Context: an optimization exercise on an open-source flow, tuned for small area, a short achievable clock period and few clock cycles per item. The choices shown serve that exercise and are no tape-out recipe. Only simulation tests tie the RTL to the original design; equivalence was not proved. No activity file was given, so power comes from the tool's default toggle rates.

==> flow/design.v (excerpt) <==
module miss_handler (
    input  logic                         clk_i,
    input  logic                         rst_ni,
    input  logic                         alloc_valid_i,
    input  logic [38:0]                  alloc_i,
    output logic                         alloc_ready_o,
    output logic                         mshr_full_o,
    output logic                         mem_req_valid_o,
    output logic [27:0]                  mem_req_o,
    input  logic                         mem_req_ready_i,
    input  logic                         mem_resp_valid_i,
    input  logic [67:0]                  mem_resp_i,
    output logic                         mem_resp_ready_o,
    output logic                         refill_req_o,
    input  logic                         refill_gnt_i,
    output logic                         refill_wr_valid_o,
    output logic [73:0]                  refill_wr_o,
    output logic                         dir_wr_valid_o,
    output logic [28:0]                  dir_wr_o,
    output logic                         core_rsp_valid_o,
    output logic [72:0]                  core_rsp_o,
    input  logic [miss_pkg::NLINE_W-1:0] check_nline_i,
    output logic                         check_hit_o,
    output logic                         mshr_empty_o
);
For scale: about 740 cells after synthesis, about 350 I/O pins, roughly 9000 um2 of cells after synthesis.
==> flow/config.mk <==
export PLATFORM = sky130hd
export DESIGN_NAME = miss_handler
export DESIGN_NICKNAME = miss_handler
export VERILOG_FILES = /design/flow/design.v
export SDC_FILE = /design/flow/constraint.sdc
export NUM_CORES = 4
export LEC_CHECK = 0
export CAP_MARGIN = 20
export CORE_MARGIN = 2
export CORE_UTILIZATION = 40
export CTS_BUF_LIST = sky130_fd_sc_hd__clkbuf_8
export SETUP_SLACK_MARGIN = 2.1
export SLEW_MARGIN = 20
export BUFFER_PORTS_ARGS = -buffer_cell sky130_fd_sc_hd__buf_2
export DONT_USE_CELLS = sky130_fd_sc_hd__clkdlybuf4s15_1 sky130_fd_sc_hd__clkdlybuf4s15_2 sky130_fd_sc_hd__clkdlybuf4s18_1 sky130_fd_sc_hd__clkdlybuf4s18_2 sky130_fd_sc_hd__clkdlybuf4s25_1 sky130_fd_sc_hd__clkdlybuf4s25_2 sky130_fd_sc_hd__clkdlybuf4s50_1 sky130_fd_sc_hd__clkdlybuf4s50_2 sky130_fd_sc_hd__dlygate4sd1_1 sky130_fd_sc_hd__dlygate4sd2_1 sky130_fd_sc_hd__dlygate4sd3_1 sky130_fd_sc_hd__dlymetal6s2s_1 sky130_fd_sc_hd__dlymetal6s4s_1 sky130_fd_sc_hd__dlymetal6s6s_1
==> flow/constraint.sdc <==
create_clock -name core_clock -period 4.5 [get_ports {clk_i}]
set_input_delay 0.9000 -clock core_clock [delete_from_list [all_inputs] [get_ports {clk_i}]]
set_output_delay 0.9000 -clock core_clock [all_outputs]
set_load 0.01 [all_outputs]
standard.sh (not shown) runs the stock make flow with config.mk's settings and CLKGATE_MAP_FILE= SYNTH_SCRIPT=/design/flow/synth_recipe.tcl, a recipe that flattens the netlist after the stock synthesis.
==> flow/flow/run.sh <==
#!/bin/bash
# Standard synthesis, then its combinational logic re-mapped by ABC without the
# slow 4-input mux/NOR/OR cells (flip-flops untouched), then the standard layout
# from that netlist, with plain buffers on the ports, delay cells kept out of
# repair and sizing not held to each cell's footprint.
set -euo pipefail
cat >> config.mk <<'MK'
export BUFFER_PORTS_ARGS = -buffer_cell sky130_fd_sc_hd__buf_2
export DONT_USE_CELLS = sky130_fd_sc_hd__clkdlybuf4s15_1 sky130_fd_sc_hd__clkdlybuf4s15_2 sky130_fd_sc_hd__clkdlybuf4s18_1 sky130_fd_sc_hd__clkdlybuf4s18_2 sky130_fd_sc_hd__clkdlybuf4s25_1 sky130_fd_sc_hd__clkdlybuf4s25_2 sky130_fd_sc_hd__clkdlybuf4s50_1 sky130_fd_sc_hd__clkdlybuf4s50_2 sky130_fd_sc_hd__dlygate4sd1_1 sky130_fd_sc_hd__dlygate4sd2_1 sky130_fd_sc_hd__dlygate4sd3_1 sky130_fd_sc_hd__dlymetal6s2s_1 sky130_fd_sc_hd__dlymetal6s4s_1 sky130_fd_sc_hd__dlymetal6s6s_1
MK
bash standard.sh synth > standard_synth.log 2>&1
R=orfs/results/$FLOW_PLATFORM/miss_handler/base
LIB=$FLOW_HOME/platforms/$FLOW_PLATFORM/lib/sky130_fd_sc_hd__tt_025C_1v80.lib
YOSYS=$FLOW_HOME/../tools/install/yosys/bin/yosys
[ -x "$YOSYS" ] || YOSYS=yosys
cp $R/1_2_yosys.v $R/1_2_yosys_standard.v
printf 'set_driving_cell sky130_fd_sc_hd__buf_1\nset_load 5\n' > abc_remap.constr
sed -e "s#{LIB}#$LIB#g" -e "s#{NET_IN}#$R/1_2_yosys_standard.v#" -e "s#{NET_OUT}#$R/1_2_yosys.v#" \
    -e "s#{TOP}#$FLOW_TOP#g" -e "s#{SCRIPT}#$FLOW_HOME/scripts/abc_speed.script#" \
    -e "s#{CONSTR}#abc_remap.constr#" flow/remap.ys > remap_run.ys
"$YOSYS" -l remap.log remap_run.ys > /dev/null 2>&1
touch $R/1_2_yosys.v
bash standard.sh MATCH_CELL_FOOTPRINT=0 finish > standard.log 2>&1
Other scripts of this flow, unchanged in this note and not shown: flow/flow/remap.ys
Testbench counts at the start, summed over its fixed seeds: cycles 9,977, items 2,400.
Next try:
--- a/flow/flow/run.sh
+++ b/flow/flow/run.sh
@@ -8,4 +8,5 @@
 export BUFFER_PORTS_ARGS = -buffer_cell sky130_fd_sc_hd__buf_2
 export DONT_USE_CELLS = sky130_fd_sc_hd__clkdlybuf4s15_1 sky130_fd_sc_hd__clkdlybuf4s15_2 sky130_fd_sc_hd__clkdlybuf4s18_1 sky130_fd_sc_hd__clkdlybuf4s18_2 sky130_fd_sc_hd__clkdlybuf4s25_1 sky130_fd_sc_hd__clkdlybuf4s25_2 sky130_fd_sc_hd__clkdlybuf4s50_1 sky130_fd_sc_hd__clkdlybuf4s50_2 sky130_fd_sc_hd__dlygate4sd1_1 sky130_fd_sc_hd__dlygate4sd2_1 sky130_fd_sc_hd__dlygate4sd3_1 sky130_fd_sc_hd__dlymetal6s2s_1 sky130_fd_sc_hd__dlymetal6s4s_1 sky130_fd_sc_hd__dlymetal6s6s_1
+export CTS_ARGS = -sink_clustering_enable -repair_clock_nets -buf_list sky130_fd_sc_hd__clkbuf_8 -dont_use_dummy_load -sink_buffer_max_cap_derate 0.3
 MK
 bash standard.sh synth > standard_synth.log 2>&1
CORE_UTILIZATION = 70   (was 40)
CTS_ARGS = -sink_clustering_enable -repair_clock_nets -buf_list sky130_fd_sc_hd__clkbuf_8 -dont_use_dummy_load -sink_buffer_max_cap_derate 0.3   (was default)
PLACE_DENSITY = 0.8   (was default)
SETUP_SLACK_MARGIN = 1.5   (was 2.1)
Die area fell by about 40%.
Setup slack gets worse by 31 ps.
Clock power fell by about 32%.
Combinational power fell by about 30%.
Design area fell by 18%.
Wire length fell by about 13%.
Clock-buffer cell count does not change.
Next try:
--- a/flow/flow/run.sh
+++ b/flow/flow/run.sh
@@ -6,7 +6,6 @@
 set -euo pipefail
 cat >> config.mk <<'MK'
-export BUFFER_PORTS_ARGS = -buffer_cell sky130_fd_sc_hd__buf_2
+export BUFFER_PORTS_ARGS = -buffer_cell sky130_fd_sc_hd__buf_1
 export DONT_USE_CELLS = sky130_fd_sc_hd__clkdlybuf4s15_1 sky130_fd_sc_hd__clkdlybuf4s15_2 sky130_fd_sc_hd__clkdlybuf4s18_1 sky130_fd_sc_hd__clkdlybuf4s18_2 sky130_fd_sc_hd__clkdlybuf4s25_1 sky130_fd_sc_hd__clkdlybuf4s25_2 sky130_fd_sc_hd__clkdlybuf4s50_1 sky130_fd_sc_hd__clkdlybuf4s50_2 sky130_fd_sc_hd__dlygate4sd1_1 sky130_fd_sc_hd__dlygate4sd2_1 sky130_fd_sc_hd__dlygate4sd3_1 sky130_fd_sc_hd__dlymetal6s2s_1 sky130_fd_sc_hd__dlymetal6s4s_1 sky130_fd_sc_hd__dlymetal6s6s_1
-export CTS_ARGS = -sink_clustering_enable -repair_clock_nets -buf_list sky130_fd_sc_hd__clkbuf_8 -dont_use_dummy_load -sink_buffer_max_cap_derate 0.3
 MK
 bash standard.sh synth > standard_synth.log 2>&1
BUFFER_PORTS_ARGS = -buffer_cell sky130_fd_sc_hd__buf_1   (was -buffer_cell sky130_fd_sc_hd__buf_2)
CTS_ARGS = default   (was -sink_clustering_enable -repair_clock_nets -buf_list sky130_fd_sc_hd__clkbuf_8 -dont_use_dummy_load -sink_buffer_max_cap_derate 0.3)
The new run went through all stages and came out clean. Core utilization grows by 0.93 points. Register-to-register slack gains 50 ps. Synthesized cell count stays the same.
Next try:
--- a/flow/flow/run.sh
+++ b/flow/flow/run.sh
@@ -6,5 +6,5 @@
 set -euo pipefail
 cat >> config.mk <<'MK'
-export BUFFER_PORTS_ARGS = -buffer_cell sky130_fd_sc_hd__buf_1
+export BUFFER_PORTS_ARGS = -buffer_cell sky130_fd_sc_hd__buf_2
 export DONT_USE_CELLS = sky130_fd_sc_hd__clkdlybuf4s15_1 sky130_fd_sc_hd__clkdlybuf4s15_2 sky130_fd_sc_hd__clkdlybuf4s18_1 sky130_fd_sc_hd__clkdlybuf4s18_2 sky130_fd_sc_hd__clkdlybuf4s25_1 sky130_fd_sc_hd__clkdlybuf4s25_2 sky130_fd_sc_hd__clkdlybuf4s50_1 sky130_fd_sc_hd__clkdlybuf4s50_2 sky130_fd_sc_hd__dlygate4sd1_1 sky130_fd_sc_hd__dlygate4sd2_1 sky130_fd_sc_hd__dlygate4sd3_1 sky130_fd_sc_hd__dlymetal6s2s_1 sky130_fd_sc_hd__dlymetal6s4s_1 sky130_fd_sc_hd__dlymetal6s6s_1
 MK
BUFFER_PORTS_ARGS = -buffer_cell sky130_fd_sc_hd__buf_2   (was -buffer_cell sky130_fd_sc_hd__buf_1)
TNS_END_PERCENT = 30   (was default)
Effect: Utilization increases by 0.83 points. Final area increases by 1.1%. First-iteration DRC count increases by 3.4%. Sequential share of layout area decreases by 0.61 points. Via count stays flat.


miss_handler again, from the RTL that the note above started with.
clock: 4.5 ns
lec_check: 0
cap_margin: 20
core_margin: 2
core_utilization: 70
cts_buf_list: sky130_fd_sc_hd__clkbuf_8
place_density: 0.8
setup_slack_margin: 1.5
slew_margin: 20
buffer_ports_args: -buffer_cell sky130_fd_sc_hd__buf_1
dont_use_cells: sky130_fd_sc_hd__clkdlybuf4s15_1 sky130_fd_sc_hd__clkdlybuf4s15_2 sky130_fd_sc_hd__clkdlybuf4s18_1 sky130_fd_sc_hd__clkdlybuf4s18_2 sky130_fd_sc_hd__clkdlybuf4s25_1 sky130_fd_sc_hd__clkdlybuf4s25_2 sky130_fd_sc_hd__clkdlybuf4s50_1 sky130_fd_sc_hd__clkdlybuf4s50_2 sky130_fd_sc_hd__dlygate4sd1_1 sky130_fd_sc_hd__dlygate4sd2_1 sky130_fd_sc_hd__dlygate4sd3_1 sky130_fd_sc_hd__dlymetal6s2s_1 sky130_fd_sc_hd__dlymetal6s4s_1 sky130_fd_sc_hd__dlymetal6s6s_1
cts_args: -sink_clustering_enable -repair_clock_nets -buf_list sky130_fd_sc_hd__clkbuf_8 -dont_use_dummy_load
==> flow/flow/run.sh <==
#!/bin/bash
# Standard synthesis, then its combinational logic re-mapped by ABC without the
# slow 4-input mux/NOR/OR cells (flip-flops untouched), then the standard layout
# from that netlist, with plain buffers on the ports, delay cells kept out of
# repair and sizing not held to each cell's footprint.
set -euo pipefail
cat >> config.mk <<'MK'
export BUFFER_PORTS_ARGS = -buffer_cell sky130_fd_sc_hd__buf_1
export DONT_USE_CELLS = sky130_fd_sc_hd__clkdlybuf4s15_1 sky130_fd_sc_hd__clkdlybuf4s15_2 sky130_fd_sc_hd__clkdlybuf4s18_1 sky130_fd_sc_hd__clkdlybuf4s18_2 sky130_fd_sc_hd__clkdlybuf4s25_1 sky130_fd_sc_hd__clkdlybuf4s25_2 sky130_fd_sc_hd__clkdlybuf4s50_1 sky130_fd_sc_hd__clkdlybuf4s50_2 sky130_fd_sc_hd__dlygate4sd1_1 sky130_fd_sc_hd__dlygate4sd2_1 sky130_fd_sc_hd__dlygate4sd3_1 sky130_fd_sc_hd__dlymetal6s2s_1 sky130_fd_sc_hd__dlymetal6s4s_1 sky130_fd_sc_hd__dlymetal6s6s_1
export CTS_ARGS = -sink_clustering_enable -repair_clock_nets -buf_list sky130_fd_sc_hd__clkbuf_8 -dont_use_dummy_load
MK
bash standard.sh synth > standard_synth.log 2>&1
R=orfs/results/$FLOW_PLATFORM/miss_handler/base
LIB=$FLOW_HOME/platforms/$FLOW_PLATFORM/lib/sky130_fd_sc_hd__tt_025C_1v80.lib
YOSYS=$FLOW_HOME/../tools/install/yosys/bin/yosys
[ -x "$YOSYS" ] || YOSYS=yosys
cp $R/1_2_yosys.v $R/1_2_yosys_standard.v
printf 'set_driving_cell sky130_fd_sc_hd__buf_1\nset_load 5\n' > abc_remap.constr
sed -e "s#{LIB}#$LIB#g" -e "s#{NET_IN}#$R/1_2_yosys_standard.v#" -e "s#{NET_OUT}#$R/1_2_yosys.v#" \
    -e "s#{TOP}#$FLOW_TOP#g" -e "s#{SCRIPT}#$FLOW_HOME/scripts/abc_speed.script#" \
    -e "s#{CONSTR}#abc_remap.constr#" flow/remap.ys > remap_run.ys
"$YOSYS" -l remap.log remap_run.ys > /dev/null 2>&1
touch $R/1_2_yosys.v
bash standard.sh MATCH_CELL_FOOTPRINT=0 finish > standard.log 2>&1
==> flow/flow/remap.ys <==
# Re-map the combinational logic of the standard synthesis with ORFS's ABC speed
# script, without the slow 4-input NOR and OR cells.
# The flip-flops stay as the standard synthesis made them (same cells, same names).
read_liberty -ignore_miss_func {LIB}
read_verilog {NET_IN}
hierarchy -top {TOP}
blackbox *__df* *__edf*
flatten -noscopeinfo
hierarchy -top {TOP}
opt -purge
abc -script {SCRIPT} -liberty {LIB} -constr {CONSTR} -dont_use *lpflow* -dont_use *probe* -dont_use *dlygate* -dont_use *clkdlybuf* -dont_use *dlymetal* -dont_use sky130_fd_sc_hd__nor4_1 -dont_use sky130_fd_sc_hd__nor4_2 -dont_use sky130_fd_sc_hd__nor4_4 -dont_use sky130_fd_sc_hd__nor4b_1 -dont_use sky130_fd_sc_hd__nor4b_2 -dont_use sky130_fd_sc_hd__nor4b_4 -dont_use sky130_fd_sc_hd__nor4bb_1 -dont_use sky130_fd_sc_hd__nor4bb_2 -dont_use sky130_fd_sc_hd__nor4bb_4 -dont_use sky130_fd_sc_hd__or4_1 -dont_use sky130_fd_sc_hd__or4_2 -dont_use sky130_fd_sc_hd__or4_4 -dont_use sky130_fd_sc_hd__or4b_1 -dont_use sky130_fd_sc_hd__or4b_2 -dont_use sky130_fd_sc_hd__or4b_4 -dont_use sky130_fd_sc_hd__or4bb_1 -dont_use sky130_fd_sc_hd__or4bb_2 -dont_use sky130_fd_sc_hd__or4bb_4 -D 4.5
opt_clean -purge
read_liberty -lib -ignore_redef {LIB}
hilomap -singleton -hicell sky130_fd_sc_hd__conb_1 HI -locell sky130_fd_sc_hd__conb_1 LO
insbuf -buf sky130_fd_sc_hd__buf_4 A X
check -assert -mapped
stat -liberty {LIB}
write_verilog -noattr -nohex -nodec {NET_OUT}
Testbench counts at the start, summed over its fixed seeds: cycles 9,977, items 2,400.
Next try:
--- a/flow/flow/run.sh
+++ b/flow/flow/run.sh
@@ -9,3 +9,3 @@
 export DONT_USE_CELLS = sky130_fd_sc_hd__clkdlybuf4s15_1 sky130_fd_sc_hd__clkdlybuf4s15_2 sky130_fd_sc_hd__clkdlybuf4s18_1 sky130_fd_sc_hd__clkdlybuf4s18_2 sky130_fd_sc_hd__clkdlybuf4s25_1 sky130_fd_sc_hd__clkdlybuf4s25_2 sky130_fd_sc_hd__clkdlybuf4s50_1 sky130_fd_sc_hd__clkdlybuf4s50_2 sky130_fd_sc_hd__dlygate4sd1_1 sky130_fd_sc_hd__dlygate4sd2_1 sky130_fd_sc_hd__dlygate4sd3_1 sky130_fd_sc_hd__dlymetal6s2s_1 sky130_fd_sc_hd__dlymetal6s4s_1 sky130_fd_sc_hd__dlymetal6s6s_1
-export CTS_ARGS = -sink_clustering_enable -repair_clock_nets -buf_list sky130_fd_sc_hd__clkbuf_8 -dont_use_dummy_load
+export CTS_ARGS = -sink_clustering_enable -repair_clock_nets -buf_list "sky130_fd_sc_hd__clkbuf_4 sky130_fd_sc_hd__clkbuf_8" -dont_use_dummy_load
 MK
Settings changed: CTS_ARGS -sink_clustering_enable -repair_clock_nets -buf_list sky130_fd_sc_hd__clkbuf_8 -dont_use_dummy_load to -sink_clustering_enable -repair_clock_nets -buf_list "sky130_fd_sc_hd__clkbuf_4 sky130_fd_sc_hd__clkbuf_8" -dont_use_dummy_load.
What happened: The changed run ran to the end with no violations; core utilization is unchanged; setup slack stays the same; global-route usage stays the same; die area stays the same; worst hold slack stays the same; flip-flop and latch count does not change; via count stays the same.
Next try:
--- a/flow/flow/run.sh
+++ b/flow/flow/run.sh
@@ -7,5 +7,4 @@
 cat >> config.mk <<'MK'
-export BUFFER_PORTS_ARGS = -buffer_cell sky130_fd_sc_hd__buf_1
+export BUFFER_PORTS_ARGS = -buffer_cell sky130_fd_sc_hd__buf_2
 export DONT_USE_CELLS = sky130_fd_sc_hd__clkdlybuf4s15_1 sky130_fd_sc_hd__clkdlybuf4s15_2 sky130_fd_sc_hd__clkdlybuf4s18_1 sky130_fd_sc_hd__clkdlybuf4s18_2 sky130_fd_sc_hd__clkdlybuf4s25_1 sky130_fd_sc_hd__clkdlybuf4s25_2 sky130_fd_sc_hd__clkdlybuf4s50_1 sky130_fd_sc_hd__clkdlybuf4s50_2 sky130_fd_sc_hd__dlygate4sd1_1 sky130_fd_sc_hd__dlygate4sd2_1 sky130_fd_sc_hd__dlygate4sd3_1 sky130_fd_sc_hd__dlymetal6s2s_1 sky130_fd_sc_hd__dlymetal6s4s_1 sky130_fd_sc_hd__dlymetal6s6s_1
-export CTS_ARGS = -sink_clustering_enable -repair_clock_nets -buf_list "sky130_fd_sc_hd__clkbuf_4 sky130_fd_sc_hd__clkbuf_8" -dont_use_dummy_load
 MK
==> flow/flow/remap.ys (replaced) <==
# Re-map the combinational logic of the standard synthesis with ORFS's ABC speed
# script, without the slow 4-input mux, NOR and OR cells.
# The flip-flops stay as the standard synthesis made them (same cells, same names).
read_liberty -ignore_miss_func {LIB}
read_verilog {NET_IN}
hierarchy -top {TOP}
blackbox *__df* *__edf*
flatten -noscopeinfo
hierarchy -top {TOP}
opt -purge
abc -script {SCRIPT} -liberty {LIB} -constr {CONSTR} -dont_use *lpflow* -dont_use *probe* -dont_use *dlygate* -dont_use *clkdlybuf* -dont_use *dlymetal* -dont_use sky130_fd_sc_hd__mux4_1 -dont_use sky130_fd_sc_hd__mux4_2 -dont_use sky130_fd_sc_hd__mux4_4 -dont_use sky130_fd_sc_hd__nor4_1 -dont_use sky130_fd_sc_hd__nor4_2 -dont_use sky130_fd_sc_hd__nor4_4 -dont_use sky130_fd_sc_hd__nor4b_1 -dont_use sky130_fd_sc_hd__nor4b_2 -dont_use sky130_fd_sc_hd__nor4b_4 -dont_use sky130_fd_sc_hd__nor4bb_1 -dont_use sky130_fd_sc_hd__nor4bb_2 -dont_use sky130_fd_sc_hd__nor4bb_4 -dont_use sky130_fd_sc_hd__or4_1 -dont_use sky130_fd_sc_hd__or4_2 -dont_use sky130_fd_sc_hd__or4_4 -dont_use sky130_fd_sc_hd__or4b_1 -dont_use sky130_fd_sc_hd__or4b_2 -dont_use sky130_fd_sc_hd__or4b_4 -dont_use sky130_fd_sc_hd__or4bb_1 -dont_use sky130_fd_sc_hd__or4bb_2 -dont_use sky130_fd_sc_hd__or4bb_4 -D 4.5
opt_clean -purge
read_liberty -lib -ignore_redef {LIB}
hilomap -singleton -hicell sky130_fd_sc_hd__conb_1 HI -locell sky130_fd_sc_hd__conb_1 LO
insbuf -buf sky130_fd_sc_hd__buf_4 A X
check -assert -mapped
stat -liberty {LIB}
write_verilog -noattr -nohex -nodec {NET_OUT}
Settings changed: BUFFER_PORTS_ARGS -buffer_cell sky130_fd_sc_hd__buf_1 to -buffer_cell sky130_fd_sc_hd__buf_2, CORE_UTILIZATION 70 to 40, CTS_ARGS -sink_clustering_enable -repair_clock_nets -buf_list "sky130_fd_sc_hd__clkbuf_4 sky130_fd_sc_hd__clkbuf_8" -dont_use_dummy_load to default, PLACE_DENSITY 0.8 to default, SETUP_SLACK_MARGIN 1.5 to 1.6.
=>
- via count went up by 11%
- total power went up by 12%
- synthesized area went up by 3.2%
- cell area went up by 14%
- sequential share of layout area went down by 6.9 points
- routed wire length went up by 9.4%
- non-clock buffer count went up by 7
Next try:
--- a/flow/flow/run.sh
+++ b/flow/flow/run.sh
@@ -9,2 +9,3 @@
 export DONT_USE_CELLS = sky130_fd_sc_hd__clkdlybuf4s15_1 sky130_fd_sc_hd__clkdlybuf4s15_2 sky130_fd_sc_hd__clkdlybuf4s18_1 sky130_fd_sc_hd__clkdlybuf4s18_2 sky130_fd_sc_hd__clkdlybuf4s25_1 sky130_fd_sc_hd__clkdlybuf4s25_2 sky130_fd_sc_hd__clkdlybuf4s50_1 sky130_fd_sc_hd__clkdlybuf4s50_2 sky130_fd_sc_hd__dlygate4sd1_1 sky130_fd_sc_hd__dlygate4sd2_1 sky130_fd_sc_hd__dlygate4sd3_1 sky130_fd_sc_hd__dlymetal6s2s_1 sky130_fd_sc_hd__dlymetal6s4s_1 sky130_fd_sc_hd__dlymetal6s6s_1
+export CTS_ARGS = -sink_clustering_enable -repair_clock_nets -buf_list sky130_fd_sc_hd__clkbuf_8 -dont_use_dummy_load -sink_clustering_size 30 -sink_clustering_max_diameter 100
 MK
Settings changed: CORE_UTILIZATION 40 to 70, CTS_ARGS from default to -sink_clustering_enable -repair_clock_nets -buf_list sky130_fd_sc_hd__clkbuf_8 -dont_use_dummy_load -sink_clustering_size 30 -sink_clustering_max_diameter 100, PLACE_DENSITY from default to 0.8, SETUP_SLACK_MARGIN 1.6 to 1.5.
After rerunning:
- The new run ran to the end with no violations
- global-route usage rises by 15 points
- via count grows by 2.4%
- wire length falls by 1.6%
- core utilization rises by 27 points
- power drops by 9.6%
- combinational power came out lower by 10%
- worst setup slack gets worse by 0.10 ns
- final area fell by 8.3%
- hold slack improves by 0.038 ns
Next try:
--- a/flow/flow/run.sh
+++ b/flow/flow/run.sh
@@ -9,3 +9,2 @@
 export DONT_USE_CELLS = sky130_fd_sc_hd__clkdlybuf4s15_1 sky130_fd_sc_hd__clkdlybuf4s15_2 sky130_fd_sc_hd__clkdlybuf4s18_1 sky130_fd_sc_hd__clkdlybuf4s18_2 sky130_fd_sc_hd__clkdlybuf4s25_1 sky130_fd_sc_hd__clkdlybuf4s25_2 sky130_fd_sc_hd__clkdlybuf4s50_1 sky130_fd_sc_hd__clkdlybuf4s50_2 sky130_fd_sc_hd__dlygate4sd1_1 sky130_fd_sc_hd__dlygate4sd2_1 sky130_fd_sc_hd__dlygate4sd3_1 sky130_fd_sc_hd__dlymetal6s2s_1 sky130_fd_sc_hd__dlymetal6s4s_1 sky130_fd_sc_hd__dlymetal6s6s_1
-export CTS_ARGS = -sink_clustering_enable -repair_clock_nets -buf_list sky130_fd_sc_hd__clkbuf_8 -dont_use_dummy_load -sink_clustering_size 30 -sink_clustering_max_diameter 100
 MK
Settings changed: CORE_UTILIZATION 70 to 60, CTS_ARGS -sink_clustering_enable -repair_clock_nets -buf_list sky130_fd_sc_hd__clkbuf_8 -dont_use_dummy_load -sink_clustering_size 30 -sink_clustering_max_diameter 100 to default, PLACE_DENSITY 0.8 to 0.7.
Effect:
- The new run finished clean
- setup slack improves by 0.033 ns
- power grows by 5.3%
- synthesized cell count stays the same
- final cell count grows by 3.0%
- critical path depth went down by 2

## afterwards: timing with drivers on the ports
Ports are ideal in the flow. The routed layouts listed here were re-timed in OpenROAD. Step 1 sets driving cells, clkbuf_16 on the clock port and buf_2 on the other inputs (assumed; they add their load-dependent delay and slew). Step 2 moves the port delays by t, midway between the first and last clock arrival at a register: inputs arrive t later, outputs are due t later. That takes back most of the time a late clock gives input paths. Slacks: ideal ports / drivers / drivers and shift; pairs: ideal ports / drivers.
run	t, ns	setup WS [ns]	worst data-port slew with drivers (ns)
the first run of note 1	0.493	1.544 / 1.458 / 1.458	0.31
the second run of note 1	0.473	1.513 / 1.484 / 1.484	0.29
the third run of note 1	0.478	1.488 / 1.439 / 1.439	0.30
the fourth run of note 1	0.502	1.517 / 1.429 / 1.429	0.25
the first run of note 2	0.487	1.557 / 1.518 / 1.518	0.27
the second run of note 2	0.487	1.557 / 1.518 / 1.518	0.27
the third run of note 2	0.474	1.616 / 1.532 / 1.532	0.22
the fourth run of note 2	0.473	1.513 / 1.484 / 1.484	0.29
the fifth run of note 2	0.492	1.545 / 1.492 / 1.492	0.25
After both steps every run listed still meets setup and hold. For the fourth run of note 1, which loses most, drivers alone change the setup slack by -0.088 ns; drivers and shift together by -0.088 ns.
